Background: an optimization exercise with open tools, aiming at small area, a short achievable clock period and few clock cycles per item. Do not read the settings as production practice.
At most, simulation tests tie the RTL to the original design; equivalence was not proved.
Power figures rest on the tool's default switching activity, not on a simulated workload.

Setup of lane 1:
==> flow/design.v (excerpt) <==
module source_text_tokenizer (
  input  logic                             clk_i,
  input  logic                             rst_ni,
  input  logic                             txt_valid_i,
  output logic                             txt_ready_o,
  input  logic [7:0]                       txt_char_i,
  input  logic                             txt_end_i,
  output logic                             tok_valid_o,
  input  logic                             tok_ready_i,
  output logic [stt_pkg::KindBits-1:0]     tok_kind_o,
  output logic [stt_pkg::LineBits-1:0]     tok_line_o,
  output logic [stt_pkg::ColBits-1:0]      tok_col_o,
  output logic [stt_pkg::OffsetBits-1:0]   tok_offset_o,
  output logic [stt_pkg::LengthBits-1:0]   tok_length_o,
  output logic                             tok_last_o
);
==> flow/config.mk <==
export PLATFORM = sky130hd
export DESIGN_NAME = source_text_tokenizer
export DESIGN_NICKNAME = source_text_tokenizer
export VERILOG_FILES = /design/flow/design.v
export SDC_FILE = /design/flow/constraint.sdc
export NUM_CORES = 4
export LEC_CHECK = 0
export CAP_MARGIN = 20
export CORE_MARGIN = 2
export CORE_UTILIZATION = 40
export CTS_BUF_LIST = sky130_fd_sc_hd__clkbuf_8
export SETUP_SLACK_MARGIN = 2.35
export SLEW_MARGIN = 20
==> flow/constraint.sdc <==
create_clock -name core_clock -period 5.0 [get_ports {clk_i}]
set_input_delay 1.0000 -clock core_clock [delete_from_list [all_inputs] [get_ports {clk_i}]]
set_output_delay 1.0000 -clock core_clock [all_outputs]
set_load 0.01 [all_outputs]
standard.sh (not shown) runs the stock make flow with config.mk's settings and CLKGATE_MAP_FILE= SYNTH_SCRIPT=/design/flow/synth_recipe.tcl, a recipe that flattens the netlist after the stock synthesis.
==> flow/flow/run.sh <==
#!/bin/bash
# The standard layout (standard.sh, the standard flow's own ORFS run) with these ORFS
# settings changed; make's full output goes to make.log here, each ORFS step's
# log to orfs/logs.
set -euo pipefail
export BUFFER_PORTS_ARGS="-buffer_cell sky130_fd_sc_hd__buf_1"
export SKIP_GATE_CLONING=1
bash standard.sh > make.log 2>&1
Testbench counts of lane 1, summed over its fixed seeds: cycles 24,838, bytes 24,017.
Changes in lane 3 relative to lane 1:
Settings: a change of SETUP_SLACK_MARGIN from 2.35 to 2.75.
--- outcome ---
Fmax | lane 3 vs lane 1 | lane 3 faster. sky130_fd_sc_hd__dfrtp_1 as the leading cell type in the layout, fill and taps excluded was reported by lane 3, and sky130_fd_sc_hd__buf_1 by lane 1. Of the two candidates, lane 1 has the worse smallest setup slack after layout and lane 3 the better one. Lane 3 against lane 1; mean routed wirelength per cell is up by more than 10%. Post-route clock period utilization was lower in lane 3 than in lane 1. Compared with lane 1, in lane 3 count of non-filler cells in the finished layout went up 5.2%; global-route usage over all layers went up 1.6 points. Between lane 1 and lane 3, non-clock buffer count is higher for lane 3, lane 1 comes in under that.

========
source_text_tokenizer, a different RTL version from the one above (not shown whole).
Size: ~720 cells after synthesis, about 180 flip-flops, about 100 I/O pins, about 8100 um^2 of cells after synthesis.
clock: 5.0 ns
lec_check: 0
cap_margin: 20
core_margin: 2
core_utilization: 40
cts_buf_list: sky130_fd_sc_hd__clkbuf_8
setup_slack_margin: 2.5
slew_margin: 20
==> flow/flow/run.sh <==
#!/bin/bash
# The standard layout (standard.sh, the standard flow's own ORFS run) with these ORFS
# settings changed; make's full output goes to make.log here, each ORFS step's
# log to orfs/logs.
set -euo pipefail
export BUFFER_PORTS_ARGS="-buffer_cell sky130_fd_sc_hd__buf_2"
bash standard.sh > make.log 2>&1
Testbench counts at the start, summed over its fixed seeds: cycles 24,838, bytes 24,017.
Then changed:
--- a/flow/flow/run.sh
+++ b/flow/flow/run.sh
@@ -4,4 +4,5 @@
 # log to orfs/logs.
 set -euo pipefail
-export BUFFER_PORTS_ARGS="-buffer_cell sky130_fd_sc_hd__buf_2"
+export BUFFER_PORTS_ARGS="-buffer_cell sky130_fd_sc_hd__buf_1"
+export SKIP_GATE_CLONING=1
 bash standard.sh > make.log 2>&1
- CORE_ASPECT_RATIO: default -> 0.5
- SETUP_SLACK_MARGIN: 2.5 -> 2.3
Final cell count shrinks by 2.2%.
Utilization shrinks by 2.8 points.
Setup slack got worse by 0.16 ns.
Via count shrinks by 2.3%.
Then changed:
- CORE_ASPECT_RATIO: 0.5 -> default
- CORE_UTILIZATION: 40 -> 60
- PLACE_DENSITY: default -> 0.75
- SETUP_SLACK_MARGIN: 2.3 -> 2.5
Result:
- clock-buffer cell count is unchanged
- routed wire length went up by 9.1%
- cell count went down by 5.8%
- sequential share of layout area went down by 2.8 points
- worst setup slack improved by 0.059 ns
- synthesized area is unchanged
Then changed:
- CAP_MARGIN: 20 -> 5
- CORE_UTILIZATION: 60 -> 40
- PLACE_DENSITY: 0.75 -> default
- SETUP_SLACK_MARGIN: 2.5 -> 2.25
- SLEW_MARGIN: 20 -> 5
The changed run ran to the end with no violations.
Final area is lower by 6.9%.
Die area is higher by 48%.
Worst setup slack is better by 0.0071 ns.
Core utilization is lower by 29 points.
Flip-flop and latch count does not change.
Synthesized cell count does not change.
Critical path depth is lower by 2.
Combinational power is lower by 27%.
Power is lower by 12%.

========
source_text_tokenizer, a different RTL version from the one above (not shown whole).
Size: roughly 160 flip-flops, ~100 I/O pins, about 9900 sq um of cells after synthesis.
// source_text_tokenizer
module source_text_tokenizer (
  input  logic                             clk_i,
  input  logic                             rst_ni,
  input  logic                             txt_valid_i,
  output logic                             txt_ready_o,
  input  logic [7:0]                       txt_char_i,
  input  logic                             txt_end_i,
  output logic                             tok_valid_o,
  input  logic                             tok_ready_i,
  output logic [stt_pkg::KindBits-1:0]     tok_kind_o,
  output logic [stt_pkg::LineBits-1:0]     tok_line_o,
  output logic [stt_pkg::ColBits-1:0]      tok_col_o,
  output logic [stt_pkg::OffsetBits-1:0]   tok_offset_o,
  output logic [stt_pkg::LengthBits-1:0]   tok_length_o,
  output logic                             tok_last_o
);
Settings: LEC_CHECK=0, ABC_CLOCK_PERIOD_IN_PS=2500, CAP_MARGIN=20, CORE_MARGIN=2, CORE_UTILIZATION=40, SETUP_SLACK_MARGIN=2, SLEW_MARGIN=20; clock period 5.0 ns.
run.sh (not shown) runs the stock make flow with config.mk's settings and CLKGATE_MAP_FILE= SYNTH_SCRIPT=/design/flow/synth_recipe.tcl, a recipe that flattens the netlist after the stock synthesis.
Stock flow here: none of the scripts above is used.
The first run passed the timing, design-rule and antenna checks.
Next try:
--- a/flow/config.mk
+++ b/flow/config.mk
@@ -8 +7,0 @@
-export ABC_CLOCK_PERIOD_IN_PS = 2500
@@ -12 +10,0 @@
-export SETUP_SLACK_MARGIN = 2
Effect: Non-clock buffer count fell by 160. Core utilization fell by 13 points. Total power came out lower by 28%. Routed wire length shrinks by about 23%. Global-route usage goes down by 3.7 points. Clock power barely changes.
Next try:
--- a/flow/config.mk
+++ b/flow/config.mk
@@ -7,0 +8 @@
+export ABC_CLOCK_PERIOD_IN_PS = 2500
@@ -10,0 +12 @@
+export SETUP_SLACK_MARGIN = 2.5
Via count came out higher by 20%.
Total power came out higher by 55%.
Wire length came out higher by 35%.
Function was not checked in any run of this note: the RTL went through the layout flow alone.

static timing again, ports no longer ideal:
In the flow no input, the clock included, has a driving cell. The finished layouts below were timed again as built, in two steps. Step 1 sets driving cells, clkbuf_16 on the clock port and buf_2 on the other inputs (assumed; they add their load-dependent delay and slew). Step 2 times the ports against the registers' clock, not the clock port: input delays grow and output delays shrink by t, the midpoint of the rising clock arrivals with the driver on. a / b / c = ideal / step 1 / step 2; a / b = the first two.
run | shift t [ns] | setup slack, ns | worst hold slack (ns) | worst setup path after step 2
lane 1 | 0.486 | 2.397 / 2.361 / 1.982 | 0.488 / 0.488 / 0.488 | input to register
lane 3 | 0.480 | 2.479 / 2.428 / 1.983 | 0.485 / 0.485 / 0.485 | input to register
the first run of note 2 | 0.484 | 2.438 / 2.400 / 1.990 | 0.439 / 0.439 / 0.439 | input to register
the second run of note 2 | 0.481 | 2.280 / 2.295 / 1.814 | 0.455 / 0.455 / 0.455 | input to register
the third run of note 2 | 0.495 | 2.339 / 2.304 / 1.903 | 0.454 / 0.454 / 0.454 | input to register
the fourth run of note 2 | 0.495 | 2.346 / 2.306 / 1.847 | 0.445 / 0.445 / 0.445 | input to register
the first run of note 3 | 0.481 | 1.437 / 1.426 / 1.055 | 0.491 / 0.491 / 0.491 | input to register
the second run of note 3 | 0.471 | 0.313 / 0.266 / 0.419 | 0.491 / 0.491 / 0.491 | input to register
the third run of note 3 | 0.475 | 1.439 / 1.439 / 1.243 | 0.490 / 0.490 / 0.490 | input to register
After both steps setup and hold are still met in every run listed. For the fourth run of note 2, which loses most, drivers alone change the setup slack by -0.040 ns; drivers and shift together by -0.499 ns.
